This design comes from an exercise in tuning for small area on the open sky130 flow, not from production work. Function was checked by simulation only, so behaviour that the tests miss may differ from the original. Power and IR drop assume default switching activity.

File: design/flow/design.v
package apb_accum_pkg;
  typedef enum logic [1:0] {
    OP_OR  = 2'b00,
    OP_AND = 2'b01,
    OP_XOR = 2'b10,
    OP_ADD = 2'b11
  } op_e;
  typedef enum logic {
    IDLE = 1'b0,
    ACK  = 1'b1
  } bus_state_e;
  localparam logic [3:0] OFS_DATA   = 4'h0;
  localparam logic [3:0] OFS_CTRL   = 4'h4;
  localparam logic [3:0] OFS_RESULT = 4'h8;
  localparam logic [3:0] OFS_STATUS = 4'hC;
  localparam int CTRL_START  = 0;
  localparam int CTRL_CLR    = 1;
  localparam int CTRL_OP_LSB = 2;
  localparam int CTRL_SAT    = 4;
  localparam int CTRL_IE     = 5;
  localparam int ST_BUSY = 0;
  localparam int ST_DONE = 1;
  localparam int ST_OVF  = 2;
endpackage
module apb_accum_channel
#(
  parameter int DATA_W = 32
) (
  input  logic              clk,
  input  logic              rst,
  input  logic              data_en,     
  input  logic [DATA_W-1:0] data_d,      
  input  logic              ctrl_en,     
  input  logic [3:0]        ctrl_d,      
  input  logic              res_en,      
  input  logic [DATA_W-1:0] res_d,       
  input  logic              ovf_set,
  input  logic              done_set,
  input  logic              wr_status,
  input  logic [2:1]        st_w1c,
  output logic [DATA_W-1:0] data,
  output logic [DATA_W-1:0] result,
  output logic [3:0]        ctrl,        
  output logic              done,
  output logic              ovf,
  output logic              irq_req
);
  always_ff @(posedge clk) begin
    if (data_en) data   <= data_d;
    if (ctrl_en) ctrl   <= ctrl_d;
    if (res_en)  result <= res_d;
  end
  always_ff @(posedge clk) begin
    if (rst) begin
      done <= 1'b0;
      ovf  <= 1'b0;
    end else begin
      if (done_set)                    done <= 1'b1;
      else if (wr_status && st_w1c[1]) done <= 1'b0;
      if (ovf_set)                     ovf  <= 1'b1;
      else if (wr_status && st_w1c[2]) ovf  <= 1'b0;
    end
  end
  assign irq_req = done & ctrl[3];
endmodule
module apb_accum_array
#(
  parameter int DATA_W = 32,
  parameter int NUM_CH = 8,
  parameter int ADDR_W = 8,
  parameter int OP_LAT = 2
) (
  input  logic              PCLK,
  input  logic              PRESET,
  input  logic              PSEL,
  input  logic              PENABLE,
  input  logic              PWRITE,
  input  logic [ADDR_W-1:0] PADDR,
  input  logic [DATA_W-1:0] PWDATA,
  output logic [DATA_W-1:0] PRDATA,
  output logic              PREADY,
  output logic              PSLVERR,
  output logic              irq
);
  logic [2:0]        ch_idx, chan_q;
  logic [1:0]        ofs;
  logic              bad_addr, err, commit, start_q;
  logic              wr_data, wr_ctrl, wr_status, res_wr;
  logic [DATA_W-1:0] ch_data [NUM_CH];
  logic [DATA_W-1:0] ch_res  [NUM_CH];
  logic [3:0]        ch_ctrl [NUM_CH];
  logic [NUM_CH-1:0] ch_done, ch_ovf, ch_irq;
  logic [DATA_W-1:0] dmux, rmux, base, alu_res, res_d, data_d, rd;
  logic [3:0]        cmux;
  logic              smux_done, smux_ovf, carry;
  logic [DATA_W:0]   sum;
  assign ch_idx   = PADDR[6:4];
  assign ofs      = PADDR[3:2];
  assign bad_addr = PADDR[7] | PADDR[1] | PADDR[0];
  assign err      = bad_addr | (PWRITE && ofs == 2'd2);
  assign commit   = PSEL & PENABLE & ~PREADY & PWRITE & ~err;
  assign wr_data   = commit && ofs == 2'd0;
  assign wr_ctrl   = commit && ofs == 2'd1;
  assign wr_status = commit && ofs == 2'd3;
  assign res_wr    = wr_ctrl & (PWDATA[apb_accum_pkg::CTRL_START] | PWDATA[apb_accum_pkg::CTRL_CLR]);
  always_comb begin
    dmux      = ch_data[ch_idx];
    rmux      = ch_res[ch_idx];
    cmux      = ch_ctrl[ch_idx];
    smux_done = ch_done[ch_idx];
    smux_ovf  = ch_ovf[ch_idx];
  end
  assign base = PWDATA[apb_accum_pkg::CTRL_CLR] ? '0 : rmux;
  assign sum  = {1'b0, base} + {1'b0, dmux};
  assign carry = sum[DATA_W];
  always_comb begin
    case (PWDATA[apb_accum_pkg::CTRL_OP_LSB +: 2])
      2'd0:    alu_res = base | dmux;
      2'd1:    alu_res = base & dmux;
      2'd2:    alu_res = base ^ dmux;
      default: alu_res = (carry && PWDATA[apb_accum_pkg::CTRL_SAT]) ? '1 : sum[DATA_W-1:0];
    endcase
  end
  assign res_d  = (PRESET || !PWDATA[apb_accum_pkg::CTRL_START]) ? '0 : alu_res;
  assign data_d = PRESET ? '0 : PWDATA;
  for (genvar g = 0; g < NUM_CH; g++) begin : g_ch
    logic hit;
    assign hit = ch_idx == 3'(g);
    apb_accum_channel #(.DATA_W(DATA_W)) u_ch (
      .clk      (PCLK),
      .rst      (PRESET),
      .data_en  (PRESET | (hit & wr_data)),
      .data_d   (data_d),
      .ctrl_en  (PRESET | (hit & wr_ctrl)),
      .ctrl_d   (PRESET ? 4'd0 : PWDATA[5:2]),
      .res_en   (PRESET | (hit & res_wr)),
      .res_d    (res_d),
      .ovf_set  (hit & wr_ctrl & PWDATA[apb_accum_pkg::CTRL_START]
                 & (PWDATA[3:2] == 2'd3) & carry),
      .done_set (start_q && chan_q == 3'(g)),
      .wr_status(hit & wr_status),
      .st_w1c   (PWDATA[2:1]),
      .data     (ch_data[g]),
      .result   (ch_res[g]),
      .ctrl     (ch_ctrl[g]),
      .done     (ch_done[g]),
      .ovf      (ch_ovf[g]),
      .irq_req  (ch_irq[g])
    );
  end
  always_ff @(posedge PCLK) begin
    if (PRESET) begin
      PREADY  <= 1'b0;
      start_q <= 1'b0;
    end else begin
      PREADY  <= PSEL & PENABLE & ~PREADY;
      start_q <= PREADY & PWRITE & ~err & (ofs == 2'd1) & PWDATA[apb_accum_pkg::CTRL_START];
    end
  end
  always_ff @(posedge PCLK) chan_q <= ch_idx;
  always_comb begin
    case (ofs)
      2'd0:    rd = dmux;
      2'd1:    rd = DATA_W'({cmux, 2'b00});
      2'd2:    rd = rmux;
      default: rd = DATA_W'({smux_ovf, smux_done, 1'b0});
    endcase
  end
  assign PRDATA  = bad_addr ? '0 : rd;
  assign PSLVERR = err;
  assign irq     = |ch_irq;
endmodule
File: design/flow/run.sh
#!/bin/bash
# synth_recipe.tcl (not shown) runs the flow's synth.tcl, then flattens the netlist and writes it again
# the make line also repeats each setting of config.mk as NAME=value (left out here)
make -C /OpenROAD-flow-scripts/flow DESIGN_CONFIG=/design/flow/config.mk WORK_HOME=/design/flow/orfs CLKGATE_MAP_FILE= SYNTH_SCRIPT=/design/flow/synth_recipe.tcl finish
File: design/flow/config.mk
export PLATFORM = sky130hd
export DESIGN_NAME = apb_accum_array
export DESIGN_NICKNAME = apb_accum_array
export VERILOG_FILES = /design/flow/design.v
export SDC_FILE = /design/flow/constraint.sdc
export NUM_CORES = 4
export LEC_CHECK = 0
export CAP_MARGIN = 20
export CORE_MARGIN = 2
export CORE_UTILIZATION = 30
export CTS_BUF_LIST = sky130_fd_sc_hd__clkbuf_4
export CTS_CLUSTER_SIZE = 24
export PLACE_DENSITY = 0.45
export SLEW_MARGIN = 20
File: design/flow/constraint.sdc
create_clock -name core_clock -period 10.0 [get_ports {PCLK}]
set_input_delay 2.0000 -clock core_clock [delete_from_list [all_inputs] [get_ports {PCLK}]]
set_output_delay 2.0000 -clock core_clock [all_outputs]
set_load 0.01 [all_outputs]
==> results.sh, run 1 <==
export IMPL_status="finished clean"
export IMPL_ios=80
export IMPL_synth_top_area_share=0.632
export IMPL_synth_ff_type="edfxtp_1"
export IMPL_antenna_found_initial=3
export IMPL_drc=0
export IMPL_start_kind="primary input"
export IMPL_worstSetupPathType="primary input to output port"
export IMPL_ir_drop_v=0.0000921
export IMPL_tightest_slew_ps=1140
export IMPL_slew_viol_final=0
export IMPL_crit_family="buffers and inverters"
export IMPL_slew_headroom=0.236
export IMPL_drtIter0Drc=1460
export IMPL_detailed_place_area_um2=28200
export IMPL_tns_ps=0
export IMPL_synth_top_area_cell="edfxtp_1"
export IMPL_synthTopCellsByCount="edfxtp_1 (544), a21oi_1 (177), nor2_1 (171), inv_1 (131), nand2_1 (115)"
export IMPL_cts_buffer_depth=3
export IMPL_postCtsResizedCells=0
export IMPL_cap_violations=0
export IMPL_grt_max_degree=66
export IMPL_hold_violations=0
export IMPL_synth_area_per_cell_um2=12.7
export IMPL_die_h_um=298
export IMPL_fin_crit_sh=0.796
export IMPL_grt_ovfl_total=0
export IMPL_pre_cts_ws_ps=1890
export IMPL_syn_cell_area_um2=25800
export IMPL_clkSlewWorstSetupHoldPaths_ps=60
export IMPL_cp_arrival_ps=5960
export IMPL_path_cells="buf_4, inv_2, nor2_2, buf_4, a22o_1, a221oi_1, nor2_1, inv_1, nor2_1, a211oi_1, a211oi_1, clkdlybuf4s50_1"
export IMPL_drive_above_1_share=0.173
export IMPL_synth_most_common_cell="edfxtp_1"
export IMPL_critical_path_required_ps=8000
export IMPL_worst_slack_ps=2040
export IMPL_synth_area_leaders="edfxtp_1 (63%), a21oi_1 (3.4%), mux2i_1 (3.2%)"
export IMPL_grtUsageTotal=0.200
export IMPL_synthCells=2037
export IMPL_htree_levels=4
export IMPL_final_nets=2320
export IMPL_synth_edf_count=544
export IMPL_die_area_um2=88500
export IMPL_wl_per_cell_um=25.6
export IMPL_synthToLayoutAreaGrowth_pct=16.9
export IMPL_p_per_area_nw_per_um2=192
export IMPL_first_global_vias=18561
export IMPL_finalCriticalPeriod_ps=7960
export IMPL_ctsHoldBuffers=0
export IMPL_drt_wl_total_mm=88.9
export IMPL_cpMaxStageDelayCell="nor2_2"
export IMPL_end_kind="output port"
export IMPL_finalNonFillerCells=3472
export IMPL_cts_sinks=565
export IMPL_port_buffers=79
export IMPL_rsz0062_at_grt="false"
export IMPL_root_buffer="clkbuf_4"
export IMPL_yosysUniqueCellTypes=61
export IMPL_fmax_mhz=126
export IMPL_critPathBufInv=5
export IMPL_synthesis_nets=2147
export IMPL_place_inst=3197
export IMPL_hold_path_class="flop to flop"
export IMPL_cts_tree="built"
export IMPL_setup_viol=0
export IMPL_num_rows=107
export IMPL_dp_hpwl_mm=55.0
export IMPL_cpPeakStageDelay_ps=800
export IMPL_seq_area_frac_synth=0.648
export IMPL_clock_latency_ps=980
export IMPL_first_pass_iters=7
export IMPL_die_w_um=298
export IMPL_grt_pass1_wl_mm=129
export IMPL_post_cts_buffers=0
export IMPL_ys_ff_latch=565
export IMPL_core_area_um2=85300
export IMPL_critPathMaxFanout=28
export IMPL_vias_per_cell=5.20
export IMPL_async_reset_ff_frac=0
export IMPL_cts_inserted_buffers=155
export IMPL_place_gp_congestion=0.914
export IMPL_power_leakage_nw=11.1
export IMPL_fin_skew_ps=66.3
export IMPL_vias=18055
export IMPL_fin_area_um2=30200
export IMPL_final_antenna_net_count=0
export IMPL_yosysWarnings=5
export IMPL_start_util=0.303
==> cell type report <==
class | instances | area, um2
Antenna cell | 1 | 2.50
Clock buffer | 233 | 1750
Multi-Input combinational cell | 1209 | 8220
Inverter | 132 | 495
Tap cell | 1144 | 1430
Clock inverter | 41 | 274
Sequential cell | 565 | 16800
Timing Repair Buffer | 147 | 1290
Fill cell | 8477 | 55100
==> stage by stage <==
step           hold slack [ps]  power, W  utilization
2_1_floorplan              463   0.00338            -
3_3_place_gp               457   0.00372        0.330
3_5_place_dp               458   0.00372        0.331
4_1_cts                    477   0.00587        0.354
5_1_grt                    522   0.00607        0.354
6_report                   474   0.00580        0.354
==> report_power, final <==
group	switching, W	leakage (nW)	internal (W)	total [W]
Sequential	0.0000430	5.55	0.00280	0.00285
Combinational	0.000575	4.34	0.000254	0.000829
Clock	0.000982	1.21	0.00114	0.00213
==> cells in the final DEF (no fill, tap or decap), drive strengths merged, types with 3 or more instances in the layout <==
cell / instances
edfxtp: 544
clkbuf: 233
a21oi: 178
nor2: 173
inv: 137
nand2: 115
o21ai: 113
mux2i: 83
buf: 75
clkdlybuf4s50: 72
ha: 64
a221oi: 60
nor2b: 46
a22oi: 43
a211oi: 35
clkinv: 33
o221ai: 27
a22o: 26
dfxtp: 21
nand3: 19
mux2: 19
or3: 17
o21bai: 16
xnor2: 15
a31oi: 15
nor3: 15
o22a: 14
o22ai: 14
xor2: 14
or2: 13
nand2b: 12
mux4: 10
and3: 8
o211ai: 8
and2: 6
nand4: 5
a21boi: 4
a221o: 4
bufinv: 3
==> path summary, 6_finish.rpt <==
path,depth (start not counted),endpoint,slack (ps),from
setup reg to reg,19,g_ch[2].u_ch.result[11],5100,g_ch[7].u_ch.result[0]
hold reg to reg,2,start_q,470,PREADY
setup / recovery,12,PRDATA[3],2040,PADDR[6]
hold / removal,2,start_q,470,PREADY
==> registers in the layout, indices dropped and copies added, names as in the netlist <==
name / flops
PREADY: 1
chan_q: 3
g_ch.u_ch.ctrl: 32
g_ch.u_ch.data: 256
g_ch.u_ch.done: 8
g_ch.u_ch.ovf: 8
g_ch.u_ch.result: 256
start_q: 1
==> metal layers <==
layer,vias up,track usage,wire (um)
li1,8127,-,-
met1,9201,0.271,40100
met2,605,0.328,42600
met3,122,0.0340,4510
met4,0,0.0587,1710
met5,-,0,0
==> kinds of logic after synthesis <==
logic type               count (synthesis)  share of synthesized area
AO/OA/AOI/OAI                          572                      0.145
flip-flops                             565                      0.648
AND/OR/NAND/NOR                        431                     0.0753
buffers and inverters                  263                     0.0406
multiplexers                           112                     0.0491
adder cells (fa/ha/maj)                 65                     0.0318
XOR/XNOR                                29                    0.00983
==> worst register-to-register path, delay by kind of cell (launching register included) <==
family	cells	cell delay, ps
mux	1	260
fa+ha+maj	2	440
flops	1	350
compound gates	10	2520
buf+inv	3	630
simple gates	3	400
==> run 2: changes to the inputs <==
--- a/design/flow/config.mk
+++ b/design/flow/config.mk
@@ -10,4 +10,2 @@
 export CORE_UTILIZATION = 30
-export CTS_BUF_LIST = sky130_fd_sc_hd__clkbuf_4
-export CTS_CLUSTER_SIZE = 24
 export PLACE_DENSITY = 0.45
==> run 2 against run 1 <==
Net effect:
- register-to-register slack gained 20 ps
- critical path depth unchanged
- first-iteration DRC count increased by 6.6%
- global-route usage decreased by 0.34 points
- clock skew fell by 30 ps
- sequential cell count unchanged
- sequential power about the same
- setup slack got worse by 67 ps
- fmax down 0.83%
- die area is the same
- largest cell class unchanged
==> results.sh, run 2 <==
export IMPL_status="finished clean"
export IMPL_fin_crit_sh=0.803
export IMPL_antenna_found_initial=2
export IMPL_place_inst=3197
export IMPL_cp_arrival_ps=6030
export IMPL_vias=17479
export IMPL_finalNonFillerCells=3317
export IMPL_clkSlewWorstSetupHoldPaths_ps=50
export IMPL_synth_most_common_cell="edfxtp_1"
export IMPL_dp_hpwl_mm=55.0
export IMPL_final_cell_mix="edfxtp_1 (544), a21oi_1 (177), nor2_1 (159)"
export IMPL_hold_violations=0
export IMPL_grt_max_degree=66
export IMPL_fmax_mhz=125
export IMPL_die_w_um=298
export IMPL_start_util=0.303
export IMPL_first_pass_iters=6
export IMPL_seqPwrFrac=0.473
export IMPL_drive_above_1_share=0.112
export IMPL_worstSetupPathType="primary input to output port"
export IMPL_cap_violations=0
export IMPL_mostFrequentLayoutCell="edfxtp_1"
export IMPL_ys_ff_latch=565
export IMPL_cpPeakStageDelay_ps=770
export IMPL_ios=80
export IMPL_cts_buffer_depth=3
export IMPL_die_area_um2=88500
export IMPL_detailed_place_area_um2=28200
export IMPL_p_switching_w=0.00161
export IMPL_start_kind="primary input"
export IMPL_fin_area_um2=30300
export IMPL_ir_drop_v=0.000129
export IMPL_synthTopCellsByCount="edfxtp_1 (544), a21oi_1 (177), nor2_1 (171), inv_1 (131), nand2_1 (115)"
export IMPL_synth_ff_type="edfxtp_1"
export IMPL_postCtsResizedCells=0
export IMPL_port_buffers=79
export IMPL_timing_hold_ws_ps=475
export IMPL_multi_input_area_um2=8220
export IMPL_synth_area_leaders="edfxtp_1 (63%), a21oi_1 (3.4%), mux2i_1 (3.2%)"
export IMPL_die_h_um=298
export IMPL_first_global_vias=17752
export IMPL_seq_area_frac_synth=0.648
export IMPL_finalCriticalPeriod_ps=8030
export IMPL_path_cells="buf_4, inv_2, nor2_2, buf_4, a22o_1, a221oi_1, nor2_1, inv_1, nor2_1, a211oi_1, a211oi_1, clkdlybuf4s50_1"
export IMPL_core_area_um2=85300
export IMPL_sw_frac_of_total=0.267
export IMPL_rsz0062_at_grt="false"
export IMPL_n_fill_cell=8386
export IMPL_synthToLayoutAreaGrowth_pct=17.2
export IMPL_synth_area_per_cell_um2=12.7
export IMPL_synth_top_area_cell="edfxtp_1"
export IMPL_synthCells=2037
export IMPL_post_cts_buffers=0
export IMPL_place_gp_congestion=0.914
export IMPL_fin_skew_ps=36.2
export IMPL_critPathBufInv=5
export IMPL_cpMaxStageDelayCell="nor2_2"
export IMPL_register_area_um2=16800
export IMPL_cts_inserted_buffers=67
export IMPL_reg_top3="g_ch.u_ch.data (256), g_ch.u_ch.result (256), g_ch.u_ch.ctrl (32)"
export IMPL_crit_family="buffers and inverters"
export IMPL_grtUsageTotal=0.197
export IMPL_power_share_clock=0.389
export IMPL_tns_ps=0
export IMPL_final_nets=2232
export IMPL_setup_viol=0
export IMPL_critical_path_required_ps=8000
export IMPL_ctsHoldBuffers=0
export IMPL_hold_path_class="flop to flop"
export IMPL_final_antenna_net_count=0
export IMPL_cts_sinks=565
export IMPL_grt_pass1_wl_mm=127
export IMPL_pwr_share_comb=0.138
export IMPL_num_rows=107
export IMPL_syn_cell_area_um2=25800
export IMPL_end_kind="output port"
export IMPL_antenna_cells=0
export IMPL_slew_viol_final=0
export IMPL_clock_latency_ps=630
export IMPL_async_reset_ff_frac=0
export IMPL_vias_per_cell=5.27
export IMPL_fin_util=0.355
export IMPL_power_leakage_nw=10.9
export IMPL_htree_levels=3
export IMPL_yosysWarnings=5
export IMPL_p_per_area_nw_per_um2=199
export IMPL_critPathMaxFanout=28
export IMPL_wl_per_cell_um=26.6
export IMPL_synth_edf_count=544
export IMPL_drtIter0Drc=1556
export IMPL_drc=0
export IMPL_yosysUniqueCellTypes=61
export IMPL_grt_ovfl_total=0
export IMPL_synth_top_area_share=0.632
export IMPL_p_int_w=0.00441
export IMPL_drt_wl_total_mm=88.2
export IMPL_synthesis_nets=2147
export IMPL_cts_tree="built"
export IMPL_tightest_slew_ps=1120
export IMPL_slew_headroom=0.253
export IMPL_root_buffer="clkbuf_16"
run 2: path summary, 6_finish.rpt:
| kind | startpoint | end | slack, ps | cells after the start |
|---|---|---|---|---|
| max | PADDR[6] | PRDATA[3] | 1970 | 12 |
| min | PREADY | start_q | 480 | 2 |
| min reg2reg | PREADY | start_q | 480 | 2 |
| max reg2reg | g_ch[7].u_ch.result[0] | g_ch[3].u_ch.result[11] | 5120 | 19 |
run 2: tightest hold or removal path, stage by stage (launching register included):
cell and delay, ps:
dfxtp_1 330, nand2_1 60, nor3_1 40
run 2: metrics by stage:
step	setup WS [ps]	total power, W
global route	1860	0.00625
finish	1970	0.00602
floorplan	3980	0.00338
detailed placement	1890	0.00372
global placement	1950	0.00372
CTS	2050	0.00607
run 2: layer usage:
| layer | vias to the layer above | GRT usage | part of all wire | wire length, um |
|---|---|---|---|---|
| met5 | - | 0 | 0 | 0 |
| met4 | 0 | 0.0468 | 0.017 | 1510 |
| met3 | 81 | 0.0282 | 0.048 | 4270 |
| met2 | 522 | 0.326 | 0.48 | 42200 |
| met1 | 9026 | 0.272 | 0.46 | 40200 |
| li1 | 7850 | - | - | - |
run 2: logic make-up (layout without fill, tap and decap cells):
kind of cell / after synthesis / in the layout / synth area share
AOI/OAI and AO/OA: 572 / 572 / 0.145
DFF: 565 / 565 / 0.648
and+or+nand+nor: 431 / 431 / 0.0753
buffers and inverters: 263 / 399 / 0.0406
muxes: 112 / 112 / 0.0491
adders and majority gates: 65 / 65 / 0.0318
xor gates and xnor gates: 29 / 29 / 0.00983
run 2: layout make-up:
type | count | area share
multi-input combinational | 1209 | 0.271
inverter | 132 | 0.0164
tap | 1144 | 0.0473
sequential | 565 | 0.553
clock buffer | 78 | 0.0567
clock inverter | 42 | 0.0126
timing repair buffer | 147 | 0.0427
run 2: power groups by stage:
stage / logic, W / registers (W) / clock network (W)
finish: 0.000829 / 0.00285 / 0.00234
CTS: 0.000829 / 0.00285 / 0.00240
detailed placement: 0.000826 / 0.00290 / 0
floorplan: 0.000491 / 0.00289 / 0
global route: 0.000898 / 0.00286 / 0.00249
global placement: 0.000825 / 0.00289 / 0
==> run 3: changes to the inputs <==
--- a/design/flow/design.v
+++ b/design/flow/design.v
@@ -86,4 +86,4 @@
   logic [1:0]        ofs;
-  logic              bad_addr, err, commit, start_q;
-  logic              wr_data, wr_ctrl, wr_status, res_wr;
+  logic              start, bad_addr, err, commit, start_q, ctrl_wr_any;
+  logic              wr_data, wr_ctrl, wr_status, res_wr, sel_d, sel_r, sel_c, sel_s;
   logic [DATA_W-1:0] ch_data [NUM_CH];
@@ -91,6 +91,7 @@
   logic [3:0]        ch_ctrl [NUM_CH];
-  logic [NUM_CH-1:0] ch_done, ch_ovf, ch_irq;
-  logic [DATA_W-1:0] dmux, rmux, base, alu_res, res_d, data_d, rd;
+  logic [NUM_CH-1:0] ch_done, ch_ovf, ch_irq, ch_hit, ch_d, ch_r, ch_c, ch_s;
+  logic [DATA_W-1:0] dmux, rmux, alu_res, res_d, data_d;
   logic [3:0]        cmux;
-  logic              smux_done, smux_ovf, carry;
+  logic [1:0]        smux;
+  logic              carry;
   logic [DATA_W:0]   sum;
@@ -105,11 +106,21 @@
   assign res_wr    = wr_ctrl & (PWDATA[apb_accum_pkg::CTRL_START] | PWDATA[apb_accum_pkg::CTRL_CLR]);
+  assign start = PWDATA[apb_accum_pkg::CTRL_START];
+  assign ctrl_wr_any = PWRITE && ofs == 2'd1;
+  assign sel_d = ~PRESET & ~bad_addr & (ofs == 2'd0 | (ctrl_wr_any & start));
+  assign sel_r = ~PRESET & ~bad_addr & (ofs == 2'd2 | (ctrl_wr_any & start & ~PWDATA[apb_accum_pkg::CTRL_CLR]));
+  assign sel_c = ~bad_addr & ofs == 2'd1 & ~PWRITE;
+  assign sel_s = ~bad_addr & ofs == 2'd3;
   always_comb begin
-    dmux      = ch_data[ch_idx];
-    rmux      = ch_res[ch_idx];
-    cmux      = ch_ctrl[ch_idx];
-    smux_done = ch_done[ch_idx];
-    smux_ovf  = ch_ovf[ch_idx];
+    dmux = '0;
+    rmux = '0;
+    cmux = '0;
+    smux = '0;
+    for (int i = 0; i < NUM_CH; i++) begin
+      dmux = dmux | (ch_data[i] & {DATA_W{ch_d[i]}});
+      rmux = rmux | (ch_res[i]  & {DATA_W{ch_r[i]}});
+      cmux = cmux | (ch_ctrl[i] & {4{ch_c[i]}});
+      smux = smux | ({ch_ovf[i], ch_done[i]} & {2{ch_s[i]}});
+    end
   end
-  assign base = PWDATA[apb_accum_pkg::CTRL_CLR] ? '0 : rmux;
-  assign sum  = {1'b0, base} + {1'b0, dmux};
+  assign sum   = {1'b0, rmux} + {1'b0, dmux};
   assign carry = sum[DATA_W];
@@ -117,5 +128,5 @@
     case (PWDATA[apb_accum_pkg::CTRL_OP_LSB +: 2])
-      2'd0:    alu_res = base | dmux;
-      2'd1:    alu_res = base & dmux;
-      2'd2:    alu_res = base ^ dmux;
+      2'd0:    alu_res = rmux | dmux;
+      2'd1:    alu_res = rmux & dmux;
+      2'd2:    alu_res = rmux ^ dmux;
       default: alu_res = (carry && PWDATA[apb_accum_pkg::CTRL_SAT]) ? '1 : sum[DATA_W-1:0];
@@ -123,7 +134,10 @@
   end
-  assign res_d  = (PRESET || !PWDATA[apb_accum_pkg::CTRL_START]) ? '0 : alu_res;
+  assign res_d  = alu_res;
   assign data_d = PRESET ? '0 : PWDATA;
   for (genvar g = 0; g < NUM_CH; g++) begin : g_ch
-    logic hit;
-    assign hit = ch_idx == 3'(g);
+    assign ch_hit[g] = ch_idx == 3'(g);
+    assign ch_d[g]   = ch_hit[g] & sel_d;
+    assign ch_r[g]   = ch_hit[g] & sel_r;
+    assign ch_c[g]   = ch_hit[g] & sel_c;
+    assign ch_s[g]   = ch_hit[g] & sel_s;
     apb_accum_channel #(.DATA_W(DATA_W)) u_ch (
@@ -131,12 +145,12 @@
       .rst      (PRESET),
-      .data_en  (PRESET | (hit & wr_data)),
+      .data_en  (PRESET | (ch_hit[g] & wr_data)),
       .data_d   (data_d),
-      .ctrl_en  (PRESET | (hit & wr_ctrl)),
+      .ctrl_en  (PRESET | (ch_hit[g] & wr_ctrl)),
       .ctrl_d   (PRESET ? 4'd0 : PWDATA[5:2]),
-      .res_en   (PRESET | (hit & res_wr)),
+      .res_en   (PRESET | (ch_hit[g] & res_wr)),
       .res_d    (res_d),
-      .ovf_set  (hit & wr_ctrl & PWDATA[apb_accum_pkg::CTRL_START]
+      .ovf_set  (ch_hit[g] & wr_ctrl & PWDATA[apb_accum_pkg::CTRL_START]
                  & (PWDATA[3:2] == 2'd3) & carry),
       .done_set (start_q && chan_q == 3'(g)),
-      .wr_status(hit & wr_status),
+      .wr_status(ch_hit[g] & wr_status),
       .st_w1c   (PWDATA[2:1]),
@@ -160,11 +174,3 @@
   always_ff @(posedge PCLK) chan_q <= ch_idx;
-  always_comb begin
-    case (ofs)
-      2'd0:    rd = dmux;
-      2'd1:    rd = DATA_W'({cmux, 2'b00});
-      2'd2:    rd = rmux;
-      default: rd = DATA_W'({smux_ovf, smux_done, 1'b0});
-    endcase
-  end
-  assign PRDATA  = bad_addr ? '0 : rd;
+  assign PRDATA  = dmux | rmux | DATA_W'({cmux, 2'b00}) | DATA_W'({smux, 1'b0});
   assign PSLVERR = err;
--- a/design/flow/config.mk
+++ b/design/flow/config.mk
@@ -9,4 +9,6 @@
 export CORE_MARGIN = 2
-export CORE_UTILIZATION = 30
-export PLACE_DENSITY = 0.45
+export CORE_UTILIZATION = 50
+export CTS_CLUSTER_DIAMETER = 120
+export CTS_CLUSTER_SIZE = 30
+export PLACE_DENSITY = 0.6
 export SLEW_MARGIN = 20
==> run 3 against run 2 <==
Net effect:
- highest routed layer is now met5
- synthesized area decreased by 5.7%
- combinational power decreased by 74%
- still clean on timing, DRC and antenna
- count of clock-buffer cells in the layout decreased by 40
- synthesized cell count decreased by 16%
- final cell count decreased by 27%
==> results.sh, run 3 <==
export IMPL_final_antenna_net_count=0
export IMPL_power_leakage_nw=9.76
export IMPL_antenna_cells=0
export IMPL_die_w_um=225
export IMPL_worstSetupPathType="primary input to flop"
export IMPL_critPathBufInv=3
export IMPL_end_kind="flop"
export IMPL_async_reset_ff_frac=0
export IMPL_ys_ff_latch=565
export IMPL_finalCriticalPeriod_ps=8330
export IMPL_ios=80
export IMPL_vias=15219
export IMPL_reg_top3="g_ch.u_ch.data (256), g_ch.u_ch.result (256), g_ch.u_ch.ctrl (32)"
export IMPL_ctsHoldBuffers=0
export IMPL_first_pass_iters=7
export IMPL_critPathMaxFanout=22
export IMPL_tightest_slew_ps=1240
export IMPL_path_cells="clkdlybuf4s50_1, nor2_1, nand2_1, nor2_2, buf_4, a22o_1, nor4_1, inv_1, ha_1, a21oi_1, o211ai_1, a21boi_0, nand3b_2, o211ai_4, a21bo_4, nand2_1, o221ai_1, o21ai_0"
export IMPL_cpMaxStageDelayCell="clkdlybuf4s50_1"
export IMPL_synth_most_common_cell="edfxtp_1"
export IMPL_pre_cts_ws_ps=1240
export IMPL_synth_edf_count=544
export IMPL_start_util=0.508
export IMPL_start_kind="primary input"
export IMPL_synthTopCellsByCount="edfxtp_1 (544), a22o_1 (182), inv_1 (104), nor2_1 (70), a22oi_1 (69)"
export IMPL_timing_hold_ws_ps=493
export IMPL_tns_ps=0
export IMPL_die_h_um=225
export IMPL_rsz0062_at_grt="false"
export IMPL_synth_top_area_cell="edfxtp_1"
export IMPL_root_buffer="clkbuf_16"
export IMPL_synth_ff_type="edfxtp_1"
export IMPL_slew_headroom=0.166
export IMPL_synthCells=1714
export IMPL_num_rows=80
export IMPL_detailed_place_area_um2=26100
export IMPL_cts_sinks=565
export IMPL_core_area_um2=47900
export IMPL_crit_family="compound AO/OA/AOI/OAI gates"
export IMPL_cp_arrival_ps=8530
export IMPL_crit_start="PADDR[4]"
export IMPL_dp_hpwl_mm=40.3
export IMPL_die_area_um2=50500
export IMPL_fin_crit_sh=0.833
export IMPL_grt_max_degree=69
export IMPL_synth_area_per_cell_um2=14.2
export IMPL_syn_cell_area_um2=24400
export IMPL_vias_per_cell=6.32
export IMPL_synthesis_nets=1824
export IMPL_slew_viol_final=0
export IMPL_antenna_found_initial=1
export IMPL_cts_buffer_depth=3
export IMPL_cpPeakStageDelay_ps=990
export IMPL_status="finished clean"
export IMPL_synth_area_leaders="edfxtp_1 (67%), a22o_1 (6.5%), ha_1 (3.3%)"
export IMPL_grt_ovfl_total=0
export IMPL_p_per_area_nw_per_um2=154
export IMPL_cp_common_cell="nand2_1"
export IMPL_hold_path_class="flop to flop"
export IMPL_cap_violations=0
export IMPL_seq_area_frac_synth=0.688
export IMPL_fmax_mhz=120
export IMPL_yosysWarnings=5
export IMPL_postCtsResizedCells=0
export IMPL_port_buffers=79
export IMPL_first_global_vias=14574
export IMPL_synth_top_area_share=0.671
export IMPL_drc=0
export IMPL_post_cts_buffers=0
export IMPL_setup_viol=0
export IMPL_final_cell_mix="edfxtp_1 (544), a22o_1 (182), inv_1 (104)"
export IMPL_min_from="g_ch[5].u_ch.ovf"
export IMPL_clock_latency_ps=590
export IMPL_critical_path_required_ps=10200
export IMPL_place_gp_congestion=0.909
export IMPL_drive_above_1_share=0.0737
export IMPL_hold_violations=0
export IMPL_drt_wl_total_mm=65.0
export IMPL_yosysUniqueCellTypes=76
export IMPL_wl_per_cell_um=27.0
export IMPL_grtUsageTotal=0.257
export IMPL_final_nets=1886
export IMPL_cts_inserted_buffers=22
export IMPL_ir_drop_v=0.000118
export IMPL_synthToLayoutAreaGrowth_pct=9.60
export IMPL_worst_slack_ps=1670
export IMPL_grt_pass1_wl_mm=95.9
export IMPL_fin_skew_ps=22.8
export IMPL_clkSlewWorstSetupHoldPaths_ps=110
export IMPL_r2r_start="g_ch[2].u_ch.data[29]"
export IMPL_mostFrequentLayoutCell="edfxtp_1"
export IMPL_cts_tree="built"
export IMPL_fin_area_um2=26700
export IMPL_htree_levels=1
export IMPL_drtIter0Drc=1532
-- run 3: cell count changes in the layout (fill, tap and decap cells not counted), sizes merged, moves of 39 or more --
cell    before  now
mux2i       83   17
o21ai      113   72
a21oi      178   69
a22o        26  182
nand2      115   67
a221oi      60   21
nor2       173   71
clkbuf      78   38
-- run 3: logic make-up (layout without fill, tap and decap cells) --
kind of cell,count (synthesis),after routing,synth area share
adders and majority gates,65,65,0.0337
DFF,565,565,0.688
AOI/OAI and AO/OA,531,531,0.165
buffers and inverters,198,276,0.0331
and+or+nand+nor,331,331,0.0698
muxes,23,23,0.0107
xor gates and xnor gates,1,1,0.000360
-- run 3: through the flow --
step / instances / utilization / power, W
after floorplan: 1714 / - / 0.00295
after global placement: 2367 / 0.543 / 0.00306
after detailed placement: 2367 / 0.543 / 0.00307
after CTS: 2407 / 0.557 / 0.00414
after global routing: 2407 / 0.557 / 0.00424
final: 2407 / 0.557 / 0.00412
-- run 3: per-layer routing --
layer	wire [um]	vias up	global-route usage
li1	-	6850	-
met1	28100	7700	0.366
met2	30000	592	0.408
met3	5350	75	0.0550
met4	1520	2	0.0562
met5	11	-	0
-- run 3: path summary, 6_finish.rpt --
check                                         endpoint  slack (ps)  cells after the start
worst max register to register  g_ch[4].u_ch.result[8]        4540                     13
worst max-delay path            g_ch[4].u_ch.result[8]        1670                     18
worst min register to register        g_ch[5].u_ch.ovf         490                      2
worst min-delay path                  g_ch[5].u_ch.ovf         490                      2
-- run 3: power breakdown --
| part | switching (W) | internal [W] | leakage, nW |
|---|---|---|---|
| logic | 0.000160 | 0.0000541 | 3.92 |
| registers | 0.0000407 | 0.00276 | 5.54 |
| clock network | 0.000679 | 0.000427 | 0.297 |
| total | 0.000880 | 0.00324 | 9.76 |
-- run 3: layout make-up --
| type | count | area, um2 |
|---|---|---|
| clock buffers | 38 | 611 |
| clock inverters | 2 | 23.8 |
| fillers | 3853 | 21200 |
| inverters | 105 | 394 |
| multi-input cells | 951 | 6960 |
| flip-flops and latches | 565 | 16800 |
| well taps | 615 | 769 |
| repair buffers | 131 | 1190 |
-- run 3: worst reg2reg max path, delay by kind of cell (launching register included) --
family                     cells  cell delay (ps)
AOI/OAI and AO/OA              8             2490
and+or+nand+nor                3             1750
DFF                            1              400
adders and majority gates      1              370
buffers and inverters          1              100
==> run 4: changes to the inputs <==
--- a/design/flow/design.v
+++ b/design/flow/design.v
@@ -124,12 +124,14 @@
   end
-  assign sum   = {1'b0, rmux} + {1'b0, dmux};
-  assign carry = sum[DATA_W];
-  always_comb begin
-    case (PWDATA[apb_accum_pkg::CTRL_OP_LSB +: 2])
-      2'd0:    alu_res = rmux | dmux;
-      2'd1:    alu_res = rmux & dmux;
-      2'd2:    alu_res = rmux ^ dmux;
-      default: alu_res = (carry && PWDATA[apb_accum_pkg::CTRL_SAT]) ? '1 : sum[DATA_W-1:0];
-    endcase
-  end
+  logic [DATA_W-1:0] g, ra, s;
+  logic              is_add, ms, mg, sat_all;
+  assign is_add = PWDATA[apb_accum_pkg::CTRL_OP_LSB +: 2] == 2'd3;
+  assign ms     = PWDATA[apb_accum_pkg::CTRL_OP_LSB +: 2] != 2'd1;
+  assign mg     = ~PWDATA[apb_accum_pkg::CTRL_OP_LSB + 1];
+  assign ra     = rmux & {DATA_W{is_add}};
+  assign sum    = {1'b0, ra} + {1'b0, dmux};
+  assign s      = sum[DATA_W-1:0] ^ (rmux & {DATA_W{~is_add}});
+  assign g      = rmux & dmux;
+  assign carry   = sum[DATA_W];
+  assign sat_all = carry & PWDATA[apb_accum_pkg::CTRL_SAT];
+  assign alu_res = (s & {DATA_W{ms}}) | (g & {DATA_W{mg}}) | {DATA_W{sat_all}};
   assign res_d  = alu_res;
==> design/flow/flow/run.sh (new file) <==
#!/bin/bash
# Layout flow: the standard ORFS flow (standard.sh) with these changes:
#  - synthesis is the standard one except that ABC maps the logic with an area-oriented
#    script (flow/abc_area.script) instead of abc_speed.script; the flip-flops, their names
#    and cell types are untouched (ABC maps only combinational logic);
#  - ports are buffered with the smallest buffer instead of clkdlybuf4s50_1;
#  - CTS clusters up to 24 flip-flops per leaf buffer and inserts no dummy loads;
# make's output goes to synth_make.log and flow_make.log here; each ORFS step keeps its own
# log under orfs/logs.
set -euo pipefail
W=$PWD
rm -rf "$W/scripts_abc"
cp -r "$FLOW_HOME/scripts" "$W/scripts_abc"
cp "$W/flow/abc_area.script" "$W/scripts_abc/abc_speed.script"
SCRIPTS_DIR="$W/scripts_abc" bash standard.sh synth > synth_make.log 2>&1
export BUFFER_PORTS_ARGS="-buffer_cell sky130_fd_sc_hd__buf_1"
export CTS_ARGS="-sink_clustering_enable -repair_clock_nets -sink_clustering_size 24 -sink_clustering_max_diameter 100 -dont_use_dummy_load"

bash standard.sh > flow_make.log 2>&1
==> design/flow/flow/abc_area.script (new file) <==
strash
ifraig
scorr
dc2
strash
&get -n
&st
&dch
&nf -R 1000 -p
&put
==> design/flow/standard.sh (new file) <==
#!/bin/bash
# synth_recipe.tcl (not shown) runs the flow's synth.tcl, then flattens the netlist and writes it again
# the make line also repeats each setting of config.mk as NAME=value (left out here)
make -C /OpenROAD-flow-scripts/flow DESIGN_CONFIG=/design/flow/config.mk WORK_HOME=/design/flow/orfs CLKGATE_MAP_FILE= SYNTH_SCRIPT=/design/flow/synth_recipe.tcl "${@:-finish}"
removed: design/flow/run.sh
==> run 4 against run 3 <==
Net effect:
- sequential share of layout area increased by 4.1 points
- sequential power about the same
- hold slack got worse by 36 ps
- clock power increased by 5%
- fmax decreased by 8.4%
- first-iteration DRC count increased by 24%
- synthesized cell count decreased by 15%
- largest cell class unchanged
- largest power group unchanged
- highest routed layer is now met4
==> results.sh, run 4 <==
export IMPL_die_h_um=217
export IMPL_clkSlewWorstSetupHoldPaths_ps=100
export IMPL_synth_most_common_cell="edfxtp_1"
export IMPL_syn_cell_area_um2=22700
export IMPL_hold_violations=0
export IMPL_grt_max_degree=42
export IMPL_final_nets=1722
export IMPL_wl_per_cell_um=27.6
export IMPL_first_global_vias=13975
export IMPL_worst_slack_ps=901
export IMPL_cpMaxStageDelayCell="fa_1"
export IMPL_vias=14467
export IMPL_reg_top3="g_ch.u_ch.data (256), g_ch.u_ch.result (256), g_ch.u_ch.ctrl (32)"
export IMPL_slew_headroom=0.267
export IMPL_end_kind="flop"
export IMPL_ys_ff_latch=565
export IMPL_cp_common_cell="o21ai_0"
export IMPL_synth_top_area_cell="edfxtp_1"
export IMPL_finalCriticalPeriod_ps=9100
export IMPL_synthTopCellsByCount="edfxtp_1 (544), nand2_1 (117), a222oi_1 (106), nor2_1 (106), and3_1 (68)"
export IMPL_start_kind="primary input"
export IMPL_cts_tree="built"
export IMPL_wl_met1_mm=26.2
export IMPL_synth_area_per_cell_um2=15.5
export IMPL_drt_wl_total_mm=61.7
export IMPL_setup_viol=0
export IMPL_wl_met3_mm=4.72
export IMPL_synthToLayoutAreaGrowth_pct=10.3
export IMPL_critPathMaxFanout=15
export IMPL_die_w_um=217
export IMPL_port_buffers=79
export IMPL_p_total_w=0.00413
export IMPL_place_gp_congestion=0.859
export IMPL_htree_levels=1
export IMPL_tightest_slew_ps=1080
export IMPL_dp_hpwl_mm=37.9
export IMPL_power_leakage_nw=8.62
export IMPL_synth_ff_type="edfxtp_1"
export IMPL_yosysUniqueCellTypes=45
export IMPL_vias_per_cell=6.47
export IMPL_ios=80
export IMPL_crit_family="compound AO/OA/AOI/OAI gates"
export IMPL_cts_inserted_buffers=27
export IMPL_fmax_mhz=110
export IMPL_antenna_cells=0
export IMPL_synth_edf_count=544
export IMPL_root_buffer="clkbuf_16"
export IMPL_fin_crit_sh=0.910
export IMPL_ir_drop_v=0.000119
export IMPL_slew_viol_final=0
export IMPL_die_area_um2=47200
export IMPL_drtIter0Drc=1903
export IMPL_start_util=0.504
export IMPL_status="finished clean"
export IMPL_num_rows=78
export IMPL_pre_cts_ws_ps=242
export IMPL_antenna_found_initial=0
export IMPL_seq_area_frac_synth=0.738
export IMPL_clock_latency_ps=620
export IMPL_p_per_area_nw_per_um2=165
export IMPL_grt_ovfl_total=0
export IMPL_synth_top_area_share=0.719
export IMPL_top_layer="met4"
export IMPL_cap_violations=0
export IMPL_tns_ps=0
export IMPL_core_area_um2=45100
export IMPL_synthesis_nets=1550
export IMPL_worstSetupPathType="primary input to flop"
export IMPL_cpPeakStageDelay_ps=420
export IMPL_cts_buffer_depth=3
export IMPL_grtUsageTotal=0.260
export IMPL_fin_skew_ps=77.2
export IMPL_postCtsResizedCells=0
export IMPL_post_cts_buffers=0
export IMPL_critPathBufInv=4
export IMPL_first_pass_iters=7
export IMPL_mostFrequentLayoutCell="edfxtp_1"
export IMPL_routed_wl_met2_mm=29.6
export IMPL_final_cell_mix="edfxtp_1 (544), nand2_1 (117), a222oi_1 (106)"
export IMPL_grt_pass1_wl_mm=90.6
export IMPL_synth_area_leaders="edfxtp_1 (72%), a222oi_1 (4.7%), ha_1 (2.1%)"
export IMPL_ctsHoldBuffers=0
export IMPL_rsz0062_at_grt="false"
export IMPL_drive_above_1_share=0.0728
export IMPL_final_antenna_net_count=0
export IMPL_yosysWarnings=5
export IMPL_drc=0
export IMPL_cp_arrival_ps=9320
export IMPL_async_reset_ff_frac=0
export IMPL_critical_path_required_ps=10220
export IMPL_synthCells=1465
export IMPL_hold_path_class="flop to flop"
export IMPL_cts_sinks=565
-- run 4: layout make-up --
type / count / area, um2
clock buffer: 27 / 676
fill: 3652 / 20000
inverter: 36 / 135
multi-input combinational: 864 / 5980
sequential: 565 / 16800
tap: 600 / 751
timing repair buffer: 143 / 777
-- run 4: worst paths after layout --
path / start / to / slack (ps) / cells after the start
max: PADDR[3] / g_ch[7].u_ch.result[30] / 900 / 39
min: g_ch[5].u_ch.ovf / g_ch[5].u_ch.ovf / 460 / 2
max reg2reg: g_ch[1].u_ch.result[0] / g_ch[7].u_ch.result[30] / 3000 / 33
min reg2reg: g_ch[5].u_ch.ovf / g_ch[5].u_ch.ovf / 460 / 2
-- run 4: cells by family (layout without fill, tap and decap cells) --
kind of cell,after synthesis,in the layout,synth area share
flip-flops,565,565,0.738
AND/OR/NAND/NOR,416,416,0.0893
AO/OA/AOI/OAI,370,370,0.130
adder cells (fa/ha/maj),40,40,0.0224
XOR/XNOR,38,38,0.0146
buffers and inverters,36,206,0.00595
-- run 4: metal layers --
layer / global-route usage / up-vias
met3: 0.0310 / 77
met1: 0.375 / 7377
met4: 0.0575 / 0
li1: - / 6389
met5: 0 / -
met2: 0.427 / 624
-- run 4: stage by stage --
step           utilization  cell area (um2)  std cells  hold slack [ps]
6_report             0.556            25100       2235              456
5_1_grt              0.556            25100       2235              476
4_1_cts              0.556            25100       2234              460
3_5_place_dp         0.541            24400       2207              445
3_3_place_gp         0.541            24400       2207              439
2_1_floorplan            -            22700       1465              421
-- run 4: power breakdown --
part | switching, W | total [W] | internal, W | leakage (nW)
Combinational | 0.000143 | 0.000177 | 0.0000336 | 2.74
Clock | 0.000682 | 0.00116 | 0.000481 | 0.333
Sequential | 0.0000398 | 0.00279 | 0.00275 | 5.55
-- run 4: worst reg2reg max path: cells and delay by family, from the launching register on --
kind / cells / cell delay [ps]
buffers and inverters: 1 / 310
DFF: 1 / 390
AOI/OAI and AO/OA: 15 / 3400
and+or+nand+nor: 16 / 2050
adders and majority gates: 1 / 510
==> run 5: changes to the inputs <==
--- a/design/flow/design.v
+++ b/design/flow/design.v
@@ -31,2 +31,5 @@
   input  logic              data_en,     
+  input  logic              data_keep,   
+  input  logic              ctrl_keep,
+  input  logic              res_keep,
   input  logic [DATA_W-1:0] data_d,      
@@ -48,5 +51,5 @@
   always_ff @(posedge clk) begin
-    if (data_en) data   <= data_d;
-    if (ctrl_en) ctrl   <= ctrl_d;
-    if (res_en)  result <= res_d;
+    data   <= (data   & {DATA_W{data_keep}}) | (data_d & {DATA_W{data_en}});
+    ctrl   <= (ctrl   & {4{ctrl_keep}})      | (ctrl_d & {4{ctrl_en}});
+    result <= (result & {DATA_W{res_keep}})  | (res_d  & {DATA_W{res_en}});
   end
@@ -86,3 +89,3 @@
   logic [1:0]        ofs;
-  logic              start, bad_addr, err, commit, start_q, ctrl_wr_any;
+  logic              no_wr, start, bad_addr, err, commit, start_q, ctrl_wr_any;
   logic              wr_data, wr_ctrl, wr_status, res_wr, sel_d, sel_r, sel_c, sel_s;
@@ -105,2 +108,3 @@
   assign wr_status = commit && ofs == 2'd3;
+  assign no_wr     = ~PSEL | ~PENABLE | PREADY | ~PWRITE | bad_addr;
   assign res_wr    = wr_ctrl & (PWDATA[apb_accum_pkg::CTRL_START] | PWDATA[apb_accum_pkg::CTRL_CLR]);
@@ -148,2 +152,6 @@
       .data_en  (PRESET | (ch_hit[g] & wr_data)),
+      .data_keep(~PRESET & (no_wr | (ch_idx != 3'(g)) | (ofs != 2'd0))),
+      .ctrl_keep(~PRESET & (no_wr | (ch_idx != 3'(g)) | (ofs != 2'd1))),
+      .res_keep (~PRESET & (no_wr | (ch_idx != 3'(g)) | (ofs != 2'd1)
+                            | ~(PWDATA[apb_accum_pkg::CTRL_START] | PWDATA[apb_accum_pkg::CTRL_CLR]))),
       .data_d   (data_d),
==> run 5 against run 4 <==
Net effect:
- final area is 2.4% lower
- first-iteration DRC count is 21% higher
- register-to-register slack worse by 140 ps
- sequential cell count stayed put
- hold slack better by 3.7 ps
- fmax is 1.3% lower
- clock power hardly changed
- count of clock-buffer cells in the layout stayed put
- critical endpoint is now g_ch[4].u_ch.result[26]
- wire length is 20% higher
- setup slack worse by 120 ps
- largest cell class unchanged
==> results.sh, run 5 <==
export IMPL_ir_drop_v=0.000132
export IMPL_final_antenna_net_count=0
export IMPL_cts_tree="built"
export IMPL_reg_top3="g_ch.u_ch.data (256), g_ch.u_ch.result (256), g_ch.u_ch.ctrl (32)"
export IMPL_synthTopCellsByCount="dfxtp_1 (565), nor2_1 (411), nand2_1 (338), a21oi_1 (293), o21ai_0 (277)"
export IMPL_antenna_cells=0
export IMPL_setup_viol=0
export IMPL_post_cts_buffers=0
export IMPL_port_buffers=79
export IMPL_hold_violations=0
export IMPL_cpMaxStageDelayCell="nor2_1"
export IMPL_cts_buffer_depth=3
export IMPL_async_reset_ff_frac=0
export IMPL_critPathMaxFanout=29
export IMPL_drc=0
export IMPL_place_gp_congestion=0.908
export IMPL_critical_path_required_ps=10420
export IMPL_synth_area_leaders="dfxtp_1 (51%), nor2_1 (7.0%), a21oi_1 (6.7%)"
export IMPL_vias_per_cell=6.17
export IMPL_cap_violations=0
export IMPL_die_area_um2=45700
export IMPL_clkSlewWorstSetupHoldPaths_ps=90
export IMPL_finalCriticalPeriod_ps=9220
export IMPL_clock_latency_ps=610
export IMPL_postCtsResizedCells=0
export IMPL_seq_area_frac_synth=0.514
export IMPL_p_int_w=0.00291
export IMPL_fin_crit_sh=0.922
export IMPL_hold_path_class="flop to flop"
export IMPL_start_util=0.508
export IMPL_slew_headroom=0.333
export IMPL_sw_frac_of_total=0.244
export IMPL_synth_top_area_share=0.514
export IMPL_drt_wl_total_mm=74.0
export IMPL_first_pass_iters=9
export IMPL_drive_above_1_share=0.0526
export IMPL_synthToLayoutAreaGrowth_pct=11.3
export IMPL_rr_endpoint="g_ch[4].u_ch.result[26]"
export IMPL_htree_levels=1
export IMPL_syn_cell_area_um2=22000
export IMPL_die_w_um=214
export IMPL_final_cell_mix="dfxtp_1 (565), nor2_1 (387), nand2_1 (338)"
export IMPL_power_share_clock=0.308
export IMPL_fin_skew_ps=49.1
export IMPL_cp_arrival_ps=9650
export IMPL_start_kind="primary input"
export IMPL_synthCells=2519
export IMPL_final_nets=2787
export IMPL_rsz0062_at_grt="false"
export IMPL_p_switching_w=0.000941
export IMPL_cts_inserted_buffers=27
export IMPL_r2r_start="g_ch[3].u_ch.data[0]"
export IMPL_synth_area_per_cell_um2=8.73
export IMPL_core_area_um2=43300
export IMPL_fmax_mhz=108
export IMPL_status="finished clean"
export IMPL_p_per_area_nw_per_um2=158
export IMPL_ys_ff_latch=565
export IMPL_vias=20283
export IMPL_num_rows=76
export IMPL_seqPwrFrac=0.625
export IMPL_die_h_um=214
export IMPL_finalNonFillerCells=3285
export IMPL_synth_edf_count=0
export IMPL_place_inst=3258
export IMPL_cpPeakStageDelay_ps=580
export IMPL_grtUsageTotal=0.321
export IMPL_antenna_found_initial=0
export IMPL_mostFrequentLayoutCell="dfxtp_1"
export IMPL_hold_depth=2
export IMPL_cts_sinks=565
export IMPL_yosysWarnings=5
export IMPL_first_global_vias=18991
export IMPL_tns_ps=0
export IMPL_grt_max_degree=65
export IMPL_hold_end="g_ch[1].u_ch.data[25]"
export IMPL_synthesis_nets=2604
export IMPL_power_leakage_nw=9.05
export IMPL_synth_top_area_cell="dfxtp_1"
export IMPL_ctsHoldBuffers=0
export IMPL_wl_per_cell_um=22.5
export IMPL_root_buffer="clkbuf_16"
export IMPL_synth_most_common_cell="dfxtp_1"
export IMPL_yosysUniqueCellTypes=39
export IMPL_slew_viol_final=0
export IMPL_min_from="g_ch[1].u_ch.data[25]"
export IMPL_timing_hold_ws_ps=460
export IMPL_end_kind="flop"
export IMPL_reg2regPathDepth=35
export IMPL_worstSetupPathType="primary input to flop"
export IMPL_worst_r2r_setup_slack_ps=2860
export IMPL_synth_ff_type="dfxtp_1"
export IMPL_grt_ovfl_total=0
export IMPL_grt_pass1_wl_mm=112
export IMPL_pwr_share_comb=0.067
export IMPL_dp_hpwl_mm=46.6
export IMPL_ios=80
export IMPL_drtIter0Drc=2296
export IMPL_tightest_slew_ps=998
## run 5: cell count changes after synthesis, moves of 17 or more
cell | previous run | this run
nor2b_1 | 46 | 16
a21oi_1 | 45 | 293
edfxtp_1 | 544 | 0
o311ai_0 | 24 | 0
dfxtp_1 | 21 | 565
a22o_1 | 28 | 60
nand2_1 | 117 | 338
o21ai_0 | 28 | 277
nor3_1 | 9 | 26
nand2b_1 | 2 | 42
nor2_1 | 106 | 411
## run 5: how the worst max path moves through the flow
stage              from                       to  cells past startpoint
2_1_floorplan  PADDR[1]   g_ch[7].u_ch.result[9]                     35
3_3_place_gp   PADDR[3]  g_ch[7].u_ch.result[27]                     41
3_5_place_dp   PADDR[3]  g_ch[5].u_ch.result[25]                     41
4_1_cts        PADDR[3]  g_ch[5].u_ch.result[25]                     41
5_1_grt        PADDR[3]   g_ch[1].u_ch.result[9]                     42
6_report       PADDR[3]  g_ch[4].u_ch.result[26]                     41
## run 5: metal layers
metal | part of all wire | vias to the layer above | track usage | wire length, um
met3 | 0.084 | 124 | 0.0501 | 6200
met1 | 0.43 | 9738 | 0.442 | 32100
li1 | - | 9591 | - | -
met2 | 0.46 | 830 | 0.521 | 33800
met4 | 0.027 | 0 | 0.0934 | 2000
met5 | 0 | - | 0 | 0
## run 5: worst max-delay path, delay by kind of cell
kind	cells	cell delay, ps
AOI/OAI and AO/OA	15	3210
and+or+nand+nor	20	2940
buffers and inverters	4	770
adders and majority gates	2	700
## run 5: per-stage QoR
stage               instance area, um2   util  total power (W)  setup slack, ps
finish                           24500  0.565          0.00385              777
global route                     24500  0.565          0.00398              155
CTS                              24400  0.565          0.00387              724
detailed placement               23800  0.549          0.00271              140
global placement                 23800  0.549          0.00270              408
floorplan                        22000      -          0.00261              153
## run 5: final cells by class
cell class	instances	area, um2
fill	4017	18800
sequential	565	11300
multi-input combinational	1920	10800
inverter	34	128
timing repair buffer	154	862
clock buffer	27	676
tap	585	732
## run 5: cell families (layout without fill, tap and decap cells)
kind of cell	count (synthesis)	count (layout)	share of synthesized area
compound gates	881	881	0.255
xor+xnor	47	47	0.0187
fa+ha+maj	40	40	0.0231
buf+inv	34	215	0.00580
flops	565	565	0.514
simple gates	952	952	0.183
## run 5: power by group through the flow
stage	logic (W)	clock network, W	registers [W]
floorplan	0.000161	0	0.00244
global placement	0.000248	0	0.00245
detailed placement	0.000257	0	0.00246
CTS	0.000257	0.00121	0.00241
global route	0.000287	0.00128	0.00242
finish	0.000259	0.00119	0.00241
==> run 6: changes to the inputs <==
==> design/flow/config.mk (replaced) <==
export PLATFORM = sky130hd
export DESIGN_NAME = apb_accum_array
export DESIGN_NICKNAME = apb_accum_array
export VERILOG_FILES = /design/flow/design.v
export SDC_FILE = /design/flow/constraint.sdc
export NUM_CORES = 4
export LEC_CHECK = 0
export CAP_MARGIN = 5
export CORE_MARGIN = 2
export CORE_UTILIZATION = 65
export PLACE_DENSITY = 0.75
export SLEW_MARGIN = 5
==> run 6 against run 5 <==
Net effect:
- first-iteration DRC count grew 6.4%
- final area shrank 0.81%
- fmax decreased by 1.5%
- core utilization up 16 points
- critical path type unchanged
- critical endpoint is now g_ch[1].u_ch.result[31]
- highest routed layer unchanged
==> results.sh, run 6 <==
export IMPL_clock_latency_ps=600
export IMPL_cp_arrival_ps=9780
export IMPL_setup_viol=0
export IMPL_ir_drop_v=0.000157
export IMPL_ys_ff_latch=565
export IMPL_die_area_um2=35300
export IMPL_vias=20825
export IMPL_drc=0
export IMPL_cts_inserted_buffers=27
export IMPL_port_buffers=79
export IMPL_pwr_share_comb=0.067
export IMPL_n_fill_cell=2638
export IMPL_reg_top3="g_ch.u_ch.data (256), g_ch.u_ch.result (256), g_ch.u_ch.ctrl (32)"
export IMPL_first_pass_iters=9
export IMPL_cpMaxStageDelayCell="nor2_2"
export IMPL_mostFrequentLayoutCell="dfxtp_1"
export IMPL_async_reset_ff_frac=0
export IMPL_tns_ps=0
export IMPL_pre_cts_ws_ps=106
export IMPL_worst_slack_ps=633
export IMPL_slew_viol_final=0
export IMPL_antenna_found_initial=0
export IMPL_final_cell_mix="dfxtp_1 (565), nor2_1 (387), nand2_1 (337)"
export IMPL_drive_above_1_share=0.0526
export IMPL_hold_depth=2
export IMPL_slew_headroom=0.196
export IMPL_grt_max_degree=65
export IMPL_seqPwrFrac=0.628
export IMPL_start_util=0.657
export IMPL_tightest_slew_ps=1210
export IMPL_antenna_cells=0
export IMPL_final_nets=2787
export IMPL_start_kind="primary input"
export IMPL_grt_ovfl_total=0
export IMPL_power_share_clock=0.305
export IMPL_sw_frac_of_total=0.241
export IMPL_yosysWarnings=5
export IMPL_worstSetupPathType="primary input to flop"
export IMPL_first_global_vias=20087
export IMPL_die_w_um=188
export IMPL_p_switching_w=0.000925
export IMPL_hold_path_class="flop to flop"
export IMPL_hold_violations=0
export IMPL_synth_area_leaders="dfxtp_1 (51%), nor2_1 (7.0%), a21oi_1 (6.7%)"
export IMPL_ios=80
export IMPL_root_buffer="clkbuf_16"
export IMPL_synth_area_per_cell_um2=8.73
export IMPL_critical_path_required_ps=10410
export IMPL_synthCells=2519
export IMPL_register_area_um2=11300
export IMPL_fin_crit_sh=0.937
export IMPL_fin_util=0.725
export IMPL_dp_hpwl_mm=43.4
export IMPL_synth_most_common_cell="dfxtp_1"
export IMPL_synth_edf_count=0
export IMPL_synthesis_nets=2604
export IMPL_power_leakage_nw=9.05
export IMPL_grtUsageTotal=0.386
export IMPL_cts_tree="built"
export IMPL_synthTopCellsByCount="dfxtp_1 (565), nor2_1 (411), nand2_1 (338), a21oi_1 (293), o21ai_0 (277)"
export IMPL_synth_top_area_share=0.514
export IMPL_wl_per_cell_um=22.1
export IMPL_status="finished clean"
export IMPL_synth_ff_type="dfxtp_1"
export IMPL_drtIter0Drc=2443
export IMPL_grt_pass1_wl_mm=109
export IMPL_cts_buffer_depth=3
export IMPL_multi_input_area_um2=10700
export IMPL_post_cts_buffers=0
export IMPL_seq_area_frac_synth=0.514
export IMPL_syn_cell_area_um2=22000
export IMPL_final_antenna_net_count=0
export IMPL_rsz0062_at_grt="false"
export IMPL_end_kind="flop"
export IMPL_clkSlewWorstSetupHoldPaths_ps=100
export IMPL_worst_r2r_setup_slack_ps=3040
export IMPL_cap_violations=0
export IMPL_reg2regPathDepth=33
export IMPL_cpPeakStageDelay_ps=720
export IMPL_critPathMaxFanout=13
export IMPL_core_area_um2=33400
export IMPL_num_rows=67
export IMPL_p_int_w=0.00291
export IMPL_synthToLayoutAreaGrowth_pct=10.4
export IMPL_cts_sinks=565
export IMPL_yosysUniqueCellTypes=39
export IMPL_synth_top_area_cell="dfxtp_1"
export IMPL_p_per_area_nw_per_um2=158
export IMPL_vias_per_cell=6.62
export IMPL_finalCriticalPeriod_ps=9370
export IMPL_die_h_um=188
export IMPL_fin_skew_ps=59.3
export IMPL_cp_common_cell="a21o_1"
export IMPL_timing_hold_ws_ps=462
export IMPL_fmax_mhz=107
export IMPL_drt_wl_total_mm=69.5
export IMPL_place_gp_congestion=0.935
export IMPL_htree_levels=1
run 6: cell counts after synthesis:
No cell type changed its count.
run 6: power by group through the flow:
| stage | Sequential, W | Combinational [W] | Clock (W) |
|---|---|---|---|
| 6_report | 0.00241 | 0.000259 | 0.00117 |
| 2_1_floorplan | 0.00244 | 0.000161 | 0 |
| 3_3_place_gp | 0.00245 | 0.000241 | 0 |
| 3_5_place_dp | 0.00246 | 0.000252 | 0 |
| 5_1_grt | 0.00242 | 0.000284 | 0.00125 |
| 4_1_cts | 0.00241 | 0.000253 | 0.00117 |
run 6: cell families (layout without fill, tap and decap cells):
kind of cell / count (synthesis) / in the layout / synth area share
adders and majority gates: 40 / 40 / 0.0231
xor gates and xnor gates: 47 / 47 / 0.0187
DFF: 565 / 565 / 0.514
and+or+nand+nor: 952 / 952 / 0.183
buffers and inverters: 34 / 215 / 0.00580
AOI/OAI and AO/OA: 881 / 881 / 0.255
run 6: path summary, 6_finish.rpt:
kind / startpoint / to
max: PADDR[1] / g_ch[1].u_ch.result[31]
min reg2reg: g_ch[1].u_ch.data[17] / g_ch[1].u_ch.data[17]
min: g_ch[1].u_ch.data[17] / g_ch[1].u_ch.data[17]
max reg2reg: g_ch[4].u_ch.data[0] / g_ch[1].u_ch.result[9]
run 6: through the flow:
stage	std cells	cell area (um2)	total power [W]
2_1_floorplan	2519	22000	0.00261
5_1_grt	3148	24300	0.00395
3_3_place_gp	3121	23600	0.00270
6_report	3148	24300	0.00384
4_1_cts	3148	24300	0.00383
3_5_place_dp	3121	23600	0.00271
run 6: cell type report:
cell class / count / area share
Sequential cell: 565 / 0.466
Tap cell: 448 / 0.0231
Multi-Input combinational cell: 1920 / 0.442
Inverter: 34 / 0.00526
Clock buffer: 27 / 0.0278
Timing Repair Buffer: 154 / 0.0355
run 6: critical path: cells and delay by family:
family	cells	cell delay, ps
AOI/OAI and AO/OA	20	4520
xor gates and xnor gates	1	170
adders and majority gates	1	230
buffers and inverters	2	170
and+or+nand+nor	12	2670
run 6: repair_timing:
action                                 4_1_cts  5_1_grt
resized for setup                            0        3
setup endpoints to repair                    0       16
endpoints found under the hold margin        0        0
hold buffers                                 0        0
run 6: per-layer routing:
metal  up-vias  global-route usage  wire (um)
li1       9613                   -          -
met4         0               0.152       2610
met3       208              0.0599       7990
met1      9748               0.520      27600
met2      1256               0.626      31300
met5         -                   0          0

static timing again, ports no longer ideal:
The results above use ideal ports. As a check the final layouts listed here were re-extracted and re-timed, cells and wires unchanged. Step 1 sets driving cells, clkbuf_16 on the clock port and buf_2 on the other inputs (assumed; they add their load-dependent delay and slew). Step 2, shift: input delay + t, output delay - t, t = (earliest + latest rising clock arrival at the registers) / 2. This alone moves slack from input paths to output paths. Slacks: ideal / step 1 / step 2; pairs: ideal / step 1.
run	shift t [ns]	slack for setup (ns)	worst setup path after step 2	worst slew at a driven data input, ns
run 1	1.009	2.041 / 2.012 / 1.796	input to register	0.04
run 2	0.677	1.974 / 1.946 / 1.922	input to register	0.04
run 3	0.633	1.665 / 1.701 / 1.068	input to register	0.04
run 4	0.630	0.901 / 0.931 / 0.301	input to register	0.05
run 5	0.645	0.777 / 0.815 / 0.170	input to register	0.05
run 6	0.625	0.633 / 0.672 / 0.047	input to register	0.10
After both steps every run listed still meets setup and hold. The setup slack of run 5, which loses most, moves by +0.038 ns with the drivers and by -0.607 ns with both steps.
